Context: an optimization exercise on an open-source flow, tuned for small area. The choices shown serve that exercise and are no tape-out recipe.
Only simulation tests tie the RTL to the original design; equivalence was not proved.
Power and IR drop assume default switching activity.

===== design/flow/config.mk =====
export PLATFORM = sky130hd
export DESIGN_NAME = i2c_reg_target
export DESIGN_NICKNAME = i2c_reg_target
export VERILOG_FILES = /design/flow/design.v
export SDC_FILE = /design/flow/constraint.sdc
export NUM_CORES = 4
export LEC_CHECK = 0
export CAP_MARGIN = 20
export CORE_MARGIN = 2
export CORE_UTILIZATION = 40
export SLEW_MARGIN = 20

===== design/flow/constraint.sdc =====
create_clock -name core_clock -period 10.0 [get_ports {clk}]
set_input_delay 2.0000 -clock core_clock [delete_from_list [all_inputs] [get_ports {clk}]]
set_output_delay 2.0000 -clock core_clock [all_outputs]
set_load 0.01 [all_outputs]

===== design/flow/design.v =====
module i2c_reg_target #(
  parameter logic [6:0] CHIP_ADDR = 7'h39,
  parameter int         REG_DEPTH = 256,
  parameter bit         SCCB_MODE = 1'b0
) (
  input  logic       clk,
  input  logic       reset,
  input  logic       scl,
  input  logic       sda_i,
  output logic       sda_oe,
  output logic       wr_valid,
  output logic [7:0] wr_addr,
  output logic [7:0] wr_data,
  output logic       busy
);
  localparam int PTR_W = (REG_DEPTH > 1) ? $clog2(REG_DEPTH) : 1;
  localparam logic [PTR_W-1:0] PTR_ONE = 1;
  localparam logic [3:0] S_IDLE     = 4'd0;
  localparam logic [3:0] S_DEV_ADDR = 4'd1;
  localparam logic [3:0] S_DEV_ACK  = 4'd2;
  localparam logic [3:0] S_SUB_ADDR = 4'd3;
  localparam logic [3:0] S_SUB_ACK  = 4'd4;
  localparam logic [3:0] S_WR_DATA  = 4'd5;
  localparam logic [3:0] S_WR_ACK   = 4'd6;
  localparam logic [3:0] S_RD_DATA  = 4'd7;
  localparam logic [3:0] S_RD_ACK   = 4'd8;
  logic             scl_s1, scl_s2, scl_d;
  logic             sda_s1, sda_s2, sda_d;
  logic             scl_rise, scl_fall, start_seen, stop_seen;
  logic [3:0]       state;
  logic [3:0]       bit_cnt;
  logic [7:0]       shreg;
  logic [7:0]       byte_in;
  logic [7:0]       rd_byte;
  logic [PTR_W-1:0] ptr;
  logic             rw;
  logic             sda_oe_q;
  logic             mem_we;
  logic [7:0]       regs [REG_DEPTH];
  always_ff @(posedge clk) begin
    if (reset) begin
      scl_s1 <= 1'b1;
      scl_s2 <= 1'b1;
      scl_d  <= 1'b1;
      sda_s1 <= 1'b1;
      sda_s2 <= 1'b1;
      sda_d  <= 1'b1;
    end else begin
      scl_s1 <= scl;
      scl_s2 <= scl_s1;
      scl_d  <= scl_s2;
      sda_s1 <= sda_i;
      sda_s2 <= sda_s1;
      sda_d  <= sda_s2;
    end
  end
  assign scl_rise   =  scl_s2 & ~scl_d;
  assign scl_fall   = ~scl_s2 &  scl_d;
  assign start_seen =  scl_s2 &  scl_d & sda_d & ~sda_s2;
  assign stop_seen  =  scl_s2 &  scl_d & ~sda_d & sda_s2;
  assign byte_in = {shreg[6:0], sda_s2};
  assign rd_byte = regs[ptr];
  assign mem_we  = scl_rise && (state == S_WR_DATA) && (bit_cnt == 4'd7);
  assign sda_oe = sda_oe_q & ~reset;
  always_ff @(posedge clk) begin
    if (reset) begin
      state    <= S_IDLE;
      bit_cnt  <= 4'd0;
      shreg    <= 8'h00;
      ptr      <= '0;
      rw       <= 1'b0;
      sda_oe_q <= 1'b0;
      busy     <= 1'b0;
      wr_valid <= 1'b0;
      wr_addr  <= 8'h00;
      wr_data  <= 8'h00;
    end else begin
      wr_valid <= 1'b0;
      if (start_seen) begin
        state    <= S_DEV_ADDR;
        bit_cnt  <= 4'd0;
        sda_oe_q <= 1'b0;
        busy     <= 1'b0;
      end else if (stop_seen) begin
        state    <= S_IDLE;
        bit_cnt  <= 4'd0;
        sda_oe_q <= 1'b0;
        busy     <= 1'b0;
      end else begin
        case (state)
          S_DEV_ADDR: begin
            if (scl_rise) begin
              shreg   <= byte_in;
              bit_cnt <= bit_cnt + 4'd1;
              if (bit_cnt == 4'd7) begin
                bit_cnt <= 4'd0;
                if (byte_in[7:1] == CHIP_ADDR) begin
                  rw    <= byte_in[0];
                  state <= S_DEV_ACK;
                end else begin
                  state <= S_IDLE;
                end
              end
            end
          end
          S_DEV_ACK, S_SUB_ACK, S_WR_ACK: begin
            if (scl_rise) begin
              bit_cnt <= 4'd1;
            end else if (scl_fall && bit_cnt == 4'd0) begin
              sda_oe_q <= 1'b1;
              if (state == S_DEV_ACK) busy <= 1'b1;
            end else if (scl_fall) begin
              bit_cnt <= 4'd0;
              if (state == S_DEV_ACK && rw) begin
                sda_oe_q <= ~rd_byte[7];
                shreg    <= {rd_byte[6:0], 1'b0};
                state    <= S_RD_DATA;
              end else if (state == S_DEV_ACK) begin
                sda_oe_q <= 1'b0;
                state    <= S_SUB_ADDR;
              end else begin
                sda_oe_q <= 1'b0;
                state    <= S_WR_DATA;
                if (state == S_WR_ACK) ptr <= ptr + PTR_ONE;
              end
            end
          end
          S_SUB_ADDR: begin
            if (scl_rise) begin
              shreg   <= byte_in;
              bit_cnt <= bit_cnt + 4'd1;
              if (bit_cnt == 4'd7) begin
                bit_cnt <= 4'd0;
                ptr     <= byte_in[PTR_W-1:0];
                state   <= S_SUB_ACK;
              end
            end
          end
          S_WR_DATA: begin
            if (scl_rise) begin
              shreg   <= byte_in;
              bit_cnt <= bit_cnt + 4'd1;
              if (bit_cnt == 4'd7) begin
                bit_cnt  <= 4'd0;
                wr_valid <= 1'b1;
                wr_addr  <= 8'(ptr);
                wr_data  <= byte_in;
                state    <= S_WR_ACK;
              end
            end
          end
          S_RD_DATA: begin
            if (scl_rise) begin
              bit_cnt <= bit_cnt + 4'd1;
            end else if (scl_fall) begin
              if (bit_cnt == 4'd8) begin
                sda_oe_q <= 1'b0;
                bit_cnt  <= 4'd0;
                state    <= S_RD_ACK;
              end else begin
                sda_oe_q <= ~shreg[7];
                shreg    <= {shreg[6:0], 1'b0};
              end
            end
          end
          S_RD_ACK: begin
            if (scl_rise) begin
              if (SCCB_MODE || sda_s2) begin
                state <= S_IDLE;
              end else begin
                ptr     <= ptr + PTR_ONE;
                bit_cnt <= 4'd1;
              end
            end else if (scl_fall && bit_cnt == 4'd1) begin
              bit_cnt  <= 4'd0;
              sda_oe_q <= ~rd_byte[7];
              shreg    <= {rd_byte[6:0], 1'b0};
              state    <= S_RD_DATA;
            end
          end
          default: ;
        endcase
      end
    end
  end
  always_ff @(posedge clk) begin
    if (reset) begin
      for (int i = 0; i < REG_DEPTH; i++) regs[i] <= 8'h00;
    end else if (mem_we) begin
      regs[ptr] <= byte_in;
    end
  end
endmodule

===== design/flow/run.sh =====
#!/bin/bash
# synth_recipe.tcl (not shown) runs the flow's synth.tcl, then flattens the netlist and writes it again
# the make line also repeats each setting of config.mk as NAME=value (left out here)
make -C /OpenROAD-flow-scripts/flow DESIGN_CONFIG=/design/flow/config.mk WORK_HOME=/design/flow/orfs CLKGATE_MAP_FILE= SYNTH_SCRIPT=/design/flow/synth_recipe.tcl finish

==> summary.txt <==
[logic make-up (layout without fill, tap and decap cells)]
| kind of cell | Yosys count | in the layout | share of synthesized area |
|---|---|---|---|
| mux | 647 | 647 | 0.140 |
| xor+xnor | 1 | 1 | 0.0000923 |
| other cells | 0 | 12 | 0 |
| simple gates | 2785 | 2785 | 0.130 |
| flops | 2106 | 2106 | 0.660 |
| compound gates | 478 | 478 | 0.0357 |
| buf+inv | 701 | 653 | 0.0328 |
| fa+ha+maj | 10 | 10 | 0.00132 |
[cells in the final DEF (no fill, tap or decap), types with 8 or more instances in the layout]
cell type,netlist,layout
sky130_fd_sc_hd__a2111oi_0,14,11
sky130_fd_sc_hd__a211oi_1,19,19
sky130_fd_sc_hd__a21oi_1,66,65
sky130_fd_sc_hd__a22oi_1,27,27
sky130_fd_sc_hd__a31oi_1,16,16
sky130_fd_sc_hd__and2_1,427,427
sky130_fd_sc_hd__buf_12,2,9
sky130_fd_sc_hd__buf_4,32,195
sky130_fd_sc_hd__bufinv_16,0,25
sky130_fd_sc_hd__clkbuf_1,505,46
sky130_fd_sc_hd__clkbuf_16,0,217
sky130_fd_sc_hd__clkdlybuf4s50_1,0,21
sky130_fd_sc_hd__clkinv_1,1,51
sky130_fd_sc_hd__clkinv_16,0,9
sky130_fd_sc_hd__clkinv_2,0,32
sky130_fd_sc_hd__clkinvlp_4,0,9
sky130_fd_sc_hd__dfxtp_1,58,47
sky130_fd_sc_hd__dfxtp_4,0,11
sky130_fd_sc_hd__diode_2,0,12
sky130_fd_sc_hd__edfxtp_1,2048,2048
sky130_fd_sc_hd__ha_1,10,10
sky130_fd_sc_hd__inv_1,16,14
sky130_fd_sc_hd__mux2i_1,95,95
sky130_fd_sc_hd__mux4_2,545,545
sky130_fd_sc_hd__nand2_1,287,266
sky130_fd_sc_hd__nand2_2,0,14
sky130_fd_sc_hd__nand2b_1,16,16
sky130_fd_sc_hd__nand3_1,40,32
sky130_fd_sc_hd__nand4_1,10,10
sky130_fd_sc_hd__nor2_1,1676,1676
sky130_fd_sc_hd__nor2b_1,21,20
sky130_fd_sc_hd__nor3_1,174,173
sky130_fd_sc_hd__nor4_1,12,12
sky130_fd_sc_hd__o211ai_1,16,16
sky130_fd_sc_hd__o21ai_0,35,34
sky130_fd_sc_hd__o21ai_1,7,8
sky130_fd_sc_hd__o21bai_1,191,191
sky130_fd_sc_hd__o22ai_1,17,17
sky130_fd_sc_hd__or2_2,78,78
sky130_fd_sc_hd__or3_1,8,8
[layer usage]
metal / track usage / vias up / wire length (um)
li1: - / 24300 / -
met1: 0.369 / 31600 / 123000
met2: 0.405 / 4819 / 149000
met3: 0.0925 / 1057 / 48200
met4: 0.169 / 18 / 24700
met5: 0.00119 / - / 158
[registers in the layout, summed over array words and instances, names as in the netlist, named ones only]
name      count
sda_s1        1
scl_s1        1
busy          1
regs       2048
sda_s2        1
ptr           8
wr_data       8
sda_oe_q      1
rw            1
shreg         8
bit_cnt       4
wr_valid      1
sda_d         1
scl_d         1
state         4
wr_addr       8
scl_s2        1
[per-stage QoR]
stage	setup WS [ns]	total power [mW]	hold WS (ns)	area, um^2	utilization
floorplan	5.38	10.7	0.389	94900	-
global placement	4.03	11.0	0.412	97900	0.415
detailed placement	3.90	11.0	0.392	98000	0.416
CTS	4.54	19.2	0.428	105000	0.446
global route	4.51	19.6	0.467	105000	0.447
finish	4.57	19.2	0.432	105000	0.447
[power by group through the flow]
stage	logic, mW	clock network (mW)	registers, mW
final	0.622	8.31	10.2
after global routing	0.638	8.67	10.3
after CTS	0.609	8.32	10.2
after detailed placement	0.608	0	10.4
after global placement	0.598	0	10.4
after floorplan	0.390	0	10.3
[worst max path at each step]
stage / startpoint / to / slack (ns) / depth (start not counted)
3_5_place_dp: reset / regs[151][1] / 3.90 / 7
3_3_place_gp: reset / regs[157][6] / 4.03 / 7
2_1_floorplan: reset / sda_oe / 5.38 / 3
5_1_grt: reset / sda_oe / 4.51 / 4
6_report: reset / sda_oe / 4.57 / 4
4_1_cts: reset / sda_oe / 4.54 / 4
[layout make-up]
type / instances / area (um^2) / area share
well taps: 3150 / 3940 / 0.0374
inverters: 20 / 75.1 / 0.000713
flip-flops and latches: 2106 / 62700 / 0.596
diodes: 12 / 30.0 / 0.000285
clock inverters: 138 / 1590 / 0.0151
clock buffers: 264 / 5620 / 0.0534
multi-input cells: 3921 / 29300 / 0.279
repair buffers: 231 / 1970 / 0.0187
[worst max-delay path, stage by stage]
cell and delay [ns]:
sky130_fd_sc_hd__buf_8 0.39, sky130_fd_sc_hd__buf_4 0.43, sky130_fd_sc_hd__nor2b_1 0.09, sky130_fd_sc_hd__clkdlybuf4s50_1 0.48
==> flow_metrics.env <==
export IMPL_fmax_mhz=184
export IMPL_dieWidth_um=491
export IMPL_setup_worst_path_end_class="primary output"
export IMPL_slew_headroom=0.146
export IMPL_finalCriticalPeriod_ns=5.43
export IMPL_number_of_resized_instances_in_the_post_cts_repair_step=0
export IMPL_report_final_hold_viol_count=0
export IMPL_share_seq_of_total_power=0.534
export IMPL_core_rowCount=178
export IMPL_coreArea_um2=236000
export IMPL_postSynthCellCount=6728
export IMPL_finalSetupTns_ns=0
export IMPL_grt_usage=0.281
export IMPL_netlist_area_leader_share=0.648
export IMPL_place_inst=9427
export IMPL_power_switching_share=0.220
export IMPL_cp_data_arrival_time_ns=3.43
export IMPL_post_synth_instance_area_um2=94900
export IMPL_worst_hold_startpoint="sda_s1"
export IMPL_hold_path_depth=1
export IMPL_postCtsSetupRepairBufs=0
export IMPL_holdPathEnd="sda_s2"
export IMPL_finClkSkew_ns=0.0985
export IMPL_cts_hold_repair_buffers=0
export IMPL_dr_total_vias=61700
export IMPL_antenna_violations_before_repair=18
export IMPL_num_io_pins=23
export IMPL_total_leakage_power_nw=31.5
export IMPL_synth_seq_area_share=0.660
export IMPL_avgSynthCellArea_um2=14.1
export IMPL_power_frac_clock=0.434
export IMPL_synth_largest_area_cell="sky130_fd_sc_hd__edfxtp_1"
export IMPL_crit_required_ns=8.00
export IMPL_layout_filler_cells=20800
export IMPL_grt_start_max_net_pins=104
export IMPL_worstReg2RegEnd="shreg[4]"
export IMPL_intPower_mw=14.9
export IMPL_die_area_um2=241000
export IMPL_grt_ovfl_total=0
export IMPL_final_min_period_over_clock_period=0.543
export IMPL_pwr_density_cell_nw_per_um2=182
export IMPL_synth_area_top_cells="sky130_fd_sc_hd__edfxtp_1 65%, sky130_fd_sc_hd__mux4_2 13%, sky130_fd_sc_hd__nor2_1 6.6%"
export IMPL_synth_edff_count=2048
export IMPL_floorplan_initialDensity=0.403
export IMPL_vias_in_the_first_global_route=58400
export IMPL_final_instance_count_excl_fill=9842
export IMPL_nNetsFinal=6511
export IMPL_synth_cells_most_frequent="2048 x sky130_fd_sc_hd__edfxtp_1, 1676 x sky130_fd_sc_hd__nor2_1, 545 x sky130_fd_sc_hd__mux4_2"
export IMPL_drt_antenna_violating_nets=0
export IMPL_synth_async_sr_flop_share=0
export IMPL_yosys_warnings=1
export IMPL_yosys_cell_count_top_type="sky130_fd_sc_hd__edfxtp_1"
export IMPL_clock_latency_ns=0.91
export IMPL_vdd_ir_drop_max_uv=178
export IMPL_drt_wirelength_per_cell_um=35.1
export IMPL_ys_types=80
export IMPL_critical_path_startpoint_type="input port"
export IMPL_grt_pass1_wl_um=472000
export IMPL_outcome="complete, no violations"
export IMPL_post_drt_via_cell_ratio=6.27
export IMPL_timing_worst_setup_path_type="in2out"
export IMPL_drc=0
export IMPL_path_clk_slew_ns=0.06
export IMPL_flow_area_growth_from_synthesis_pct=10.9
export IMPL_drt_wl_total_um=346000
export IMPL_clockBufferDepth=3
export IMPL_setup_reg_to_reg_worst_slack_ns=4.71
export IMPL_rsz0062_at_grt="no"
export IMPL_cts_made_buffers=217
export IMPL_die_h_um=491
export IMPL_postSynthNetCount=6742
export IMPL_worstRegToRegCells=9
export IMPL_firstDrtPassIters=7
export IMPL_clockRootBuffer="sky130_fd_sc_hd__clkbuf_16"
export IMPL_drv_max_cap_violation_count=0
export IMPL_netSwitchingPower_mw=4.22
export IMPL_combPwrFrac=0.032
export IMPL_min_delay_worst_type="reg2reg"
export IMPL_tritoncts_clock_tree="done"
export IMPL_setup_viol=0
export IMPL_detailedPlacementHpwl_um=220000
export IMPL_slew_violations=0
export IMPL_timing_worst_slew_pin_value_ns=1.28
export IMPL_port_buffers=22
export IMPL_clock_h_tree_levels=4
export IMPL_layout_cells_sized_above_1=0.180
export IMPL_gp_routability_congestion=0.997
export IMPL_largest_fanout_on_the_critical_path=86
export IMPL_synth_ff_type="sky130_fd_sc_hd__edfxtp_1"
export IMPL_ys_ff_latch=2106
export IMPL_detailedRoute_firstIterationViolations=11300
export IMPL_tritoncts_num_sinks=2106

separate check: timing with driven ports:
The results above use ideal ports. As a check the final layout listed here was re-extracted and re-timed, cells and wires unchanged. Step 1 assumes that a clkbuf_16 drives the clock port and a buf_2 every other input. Step 2 also shifts input and output timing later by t, the mid clock arrival at the registers, as if the neighbouring blocks saw the same clock. Slacks: no drivers / after step 1 / after step 2; pairs: no drivers / after step 1.
shift t [ns]: 0.964
setup WS [ns]: 4.575 / 4.525 / 3.740
slew at the worst register clock pin (ns): 0.07 / 0.07
worst slew at a driven data input, ns: 0.05
After both steps setup and hold are still met in this run. For this run, drivers alone change the setup slack by -0.050 ns; drivers and shift together by -0.835 ns.
